Source: an optimization exercise on an open RTL-to-GDS flow (aim: a short achievable clock period and few clock cycles). Production flows keep margins and buffers that such runs may drop.
Function was checked by simulation only, so behaviour that the tests miss may differ from the original.
No activity file was given, so power comes from the tool's default toggle rates.

==> flow/design.v (excerpt) <==
module mipsCore
#(
  parameter int DATA_WIDTH = 32
) (
  input  logic                  clk,
  input  logic                  reset,
  output logic [DATA_WIDTH-1:0] pc,
  input  logic [31:0]           instr,
  output logic                  memWrite,
  output logic [DATA_WIDTH-1:0] aluOut,
  output logic [DATA_WIDTH-1:0] writeData,
  input  logic [DATA_WIDTH-1:0] readData
);
Size in the first run: roughly 1500 flip-flops, roughly 160 I/O pins, roughly 0.079 mm2 of cells after synthesis.
make LEC_CHECK=0 ABC_CLOCK_PERIOD_IN_PS=2500 CAP_MARGIN=20 CORE_MARGIN=2 CORE_UTILIZATION=40 SETUP_SLACK_MARGIN=5 SLEW_MARGIN=20 TNS_END_PERCENT=100 finish   # period 8.0 ns
run.sh (not shown) runs the stock make flow with config.mk's settings and CLKGATE_MAP_FILE= SYNTH_SCRIPT=/design/flow/synth_recipe.tcl, a recipe that flattens the netlist after the stock synthesis.
The baseline completed without violations.
Testbench counts at the start, summed over its fixed seeds: cycles 152,341.
Change:
--- a/flow/design.v
+++ b/flow/design.v
@@ -315,61 +315,58 @@
       dMAluB <= (stall ? dEB : depMBF) && !isLoadE;
       dMLdA  <= (stall ? dEA : depMAF) && isLoadE;
       dMLdB  <= (stall ? dEB : depMBF) && isLoadE;
     end
   end
   assign loadUse    = isLoadE && (|aluD) && (dEA || (dEB && !aluSrcD));
-  assign branchLoad = branchD && ((isLoadE && (dEA || dEB)) || (!dEA && dMLdA) ||
-                                  (!dEB && dMLdB));
+  assign branchLoad = branchD && isLoadE && (dEA != dEB);
   assign stall      = loadUse || branchLoad;
   assign opAD = dMAluA ? aluOutM : dMLdA ? readData : regAD;
   assign opBD = dMAluB ? aluOutM : dMLdB ? readData : regBD;
   logic            eqD, unresD, takenD, taken;
-  logic [31:0]     brAD, brBD;
+  logic            eqRRD, eqMRD, eqRMD, eqRRE, eqMRE, eqRME;
   logic            unresE, guessE, branchNeE, bAAE, bBAE, eqE;
-  logic [31:0]     brAE, brBE, altE;
+  logic [31:0]     altE;
   logic [31:0]     pcPlus4, pcTarget, nextTarget, branchTarget, jumpTarget;
-  assign brAD = dMAluA ? aluOutM : regAD;
-  assign brBD = dMAluB ? aluOutM : regBD;
-  branchUnit u_brD (.a(brAD), .b(brBD), .equal(eqD));
-  assign unresD = branchD && !branchLoad && (dEA != dEB);
+  branchUnit u_brRRD (.a(regAD),   .b(regBD),   .equal(eqRRD));
+  branchUnit u_brMRD (.a(aluOutM), .b(regBD),   .equal(eqMRD));
+  branchUnit u_brRMD (.a(regAD),   .b(aluOutM), .equal(eqRMD));
+  assign eqD = (dMAluA && dMAluB) || (dMAluA && !dMAluB && eqMRD) ||
+               (!dMAluA && dMAluB && eqRMD) || (!dMAluA && !dMAluB && eqRRD);
+  logic ldA, ldB, sameD;
+  assign ldA    = dMLdA && !dEA;
+  assign ldB    = dMLdB && !dEB;
+  assign sameD  = (dEA && dEB) || (ldA && ldB);
+  assign unresD = branchD && !branchLoad && !sameD && (dEA || dEB || ldA || ldB);
   assign takenD = jumpD || (unresD && immD[15]) ||
-                  (branchD && !branchLoad && !unresD && (((dEA && dEB) || eqD) ^ branchNeD));
+                  (branchD && !branchLoad && !unresD && ((sameD || eqD) ^ branchNeD));
   logic [31:0] pcTgtR, pcSeqR, pcCur;
-  logic        takenR, takeA, takeB, keepC, keepD;
+  logic        takenR;
   assign pcCur        = takenR ? pcTgtR : pcSeqR;
   assign pcPlus4      = takenR ? {pcTgtR[31:2] + 30'd1, 2'b00} : {pcSeqR[31:2] + 30'd1, 2'b00};
   assign branchTarget = {slotD + {{14{immD[15]}}, immD[15:0]}, 2'b00};
   assign jumpTarget   = {slotD[31:28], targetD, 2'b00};
   assign pcTarget     = jumpD ? jumpTarget : branchTarget;
   assign nextTarget = unresE ? altE : pcTarget;
   assign taken      = mispE || takenD;
-  assign pc[9:2]   = takeA ? pcTgtR[9:2] : pcSeqR[9:2];
-  assign pc[17:10] = takeB ? pcTgtR[17:10] : pcSeqR[17:10];
-  assign pc[24:18] = keepC ? pcSeqR[24:18] : pcTgtR[24:18];
-  assign pc[31:25] = keepD ? pcSeqR[31:25] : pcTgtR[31:25];
-  assign pc[1:0]   = 2'b00;
+  logic [31:2] nextSeq, flipR;
+  assign nextSeq = stall ? pcCur[31:2] : pcPlus4[31:2];
+  assign pc      = {pcSeqR[31:2] ^ flipR, 2'b00};
   always_ff @(posedge clk or posedge reset) begin
     if (reset) begin
       pcSeqR <= '0;
       pcTgtR <= '0;
-      takeA  <= 1'b0;
-      keepC  <= 1'b0;
-      takenR <= 1'b1;
+      flipR  <= '0;
+      takenR <= 1'b0;
     end else begin
-      pcSeqR <= stall ? pcCur : pcPlus4;
+      pcSeqR <= {nextSeq, 2'b00};
       pcTgtR <= nextTarget;
-      takeA  <= taken;
-      keepC  <= !taken;
+      flipR  <= {30{taken}} & (nextTarget[31:2] ^ nextSeq);
       takenR <= taken;
     end
   end
-  always_ff @(posedge clk) begin
-    takeB <= taken;
-    keepD <= !taken;
-  end
   logic       invD, fAD, fBD;
   logic [2:0] pairD;
   assign invD  = aluD.sub || aluD.slt || aluD.sltu;
   assign fAD   = dEA && !isLoadE;
   assign fBD   = dEB && !aluSrcD && !isLoadE;
   assign pairD = {!fAD && fBD, fAD && !fBD, !fAD && !fBD};
@@ -441,15 +438,17 @@
     .srcA(srcAE), .bx(bxE), .aluOutM(aluOutM), .aluOutMx(aluOutMx), .fAA(fAAE), .fBA(fBAE),
     .inv(invE), .selSum(selSumE), .selSlt(selSltE), .selSltu(selSltuE), .selTwice(selTwiceE),
     .selAnd(selAndE), .selOr(selOrE), .selXor(selXorE), .selNor(selNorE), .result(aluResE),
     .addr(addrE)
   );
   assign storeDataE = fSAE ? aluOutM : fSLE ? readData : storeE;
-  assign brAE = bAAE ? aluOutM : srcAE;
-  assign brBE = bBAE ? aluOutM : storeE;
-  branchUnit u_brE (.a(brAE), .b(brBE), .equal(eqE));
+  branchUnit u_brRRE (.a(srcAE),   .b(storeE),  .equal(eqRRE));
+  branchUnit u_brMRE (.a(aluOutM), .b(storeE),  .equal(eqMRE));
+  branchUnit u_brRME (.a(srcAE),   .b(aluOutM), .equal(eqRME));
+  assign eqE = (bAAE && bBAE) || (bAAE && !bBAE && eqMRE) || (!bAAE && bBAE && eqRME) ||
+               (!bAAE && !bBAE && eqRRE);
   assign mispE = unresE && ((eqE ^ branchNeE) != guessE);
   always_ff @(posedge clk or posedge reset) begin
     if (reset) begin
       destM     <= '0;
       wrM       <= 1'b0;
       isLoadM   <= 1'b0;
Result: Total power came out higher by 1.4%; routed wire length barely changes; global-route usage came out lower by 0.14 points; synthesized cell count came out lower by about 0.9%; final cell count hardly moves; combinational power came out higher by about 14%; sequential power came out higher by about 0.8%; count of clock-buffer cells in the layout came out lower by 5.
Testbench counts after the change, summed over its fixed seeds: cycles 151,846.

re-timing with driven ports:
No port has a modelled driver above. Below, the same layouts with a new extraction and two added sets of constraints.
Step 1: set_driving_cell puts a clkbuf_16 on clk and a buf_2 on each other input, an assumption about the parent block.
Step 2 also shifts input and output timing later by t, the mid clock arrival at the registers, as if the neighbouring blocks saw the same clock.
Three values: ideal, step 1, step 2; two values: the first two.
| run | shift t [ns] | setup slack, ns | worst setup path at the end | worst slew at a driven data input, ns |
|---|---|---|---|---|
| the first run | 0.922 | 4.476 / 4.391 / 3.661 | input to register | 0.49 |
| the second run | 0.913 | 4.764 / 4.711 / 3.797 | input to register | 0.35 |
After both steps every run listed still meets setup and hold. For the second run, which loses most, drivers alone change the setup slack by -0.053 ns; drivers and shift together by -0.967 ns.
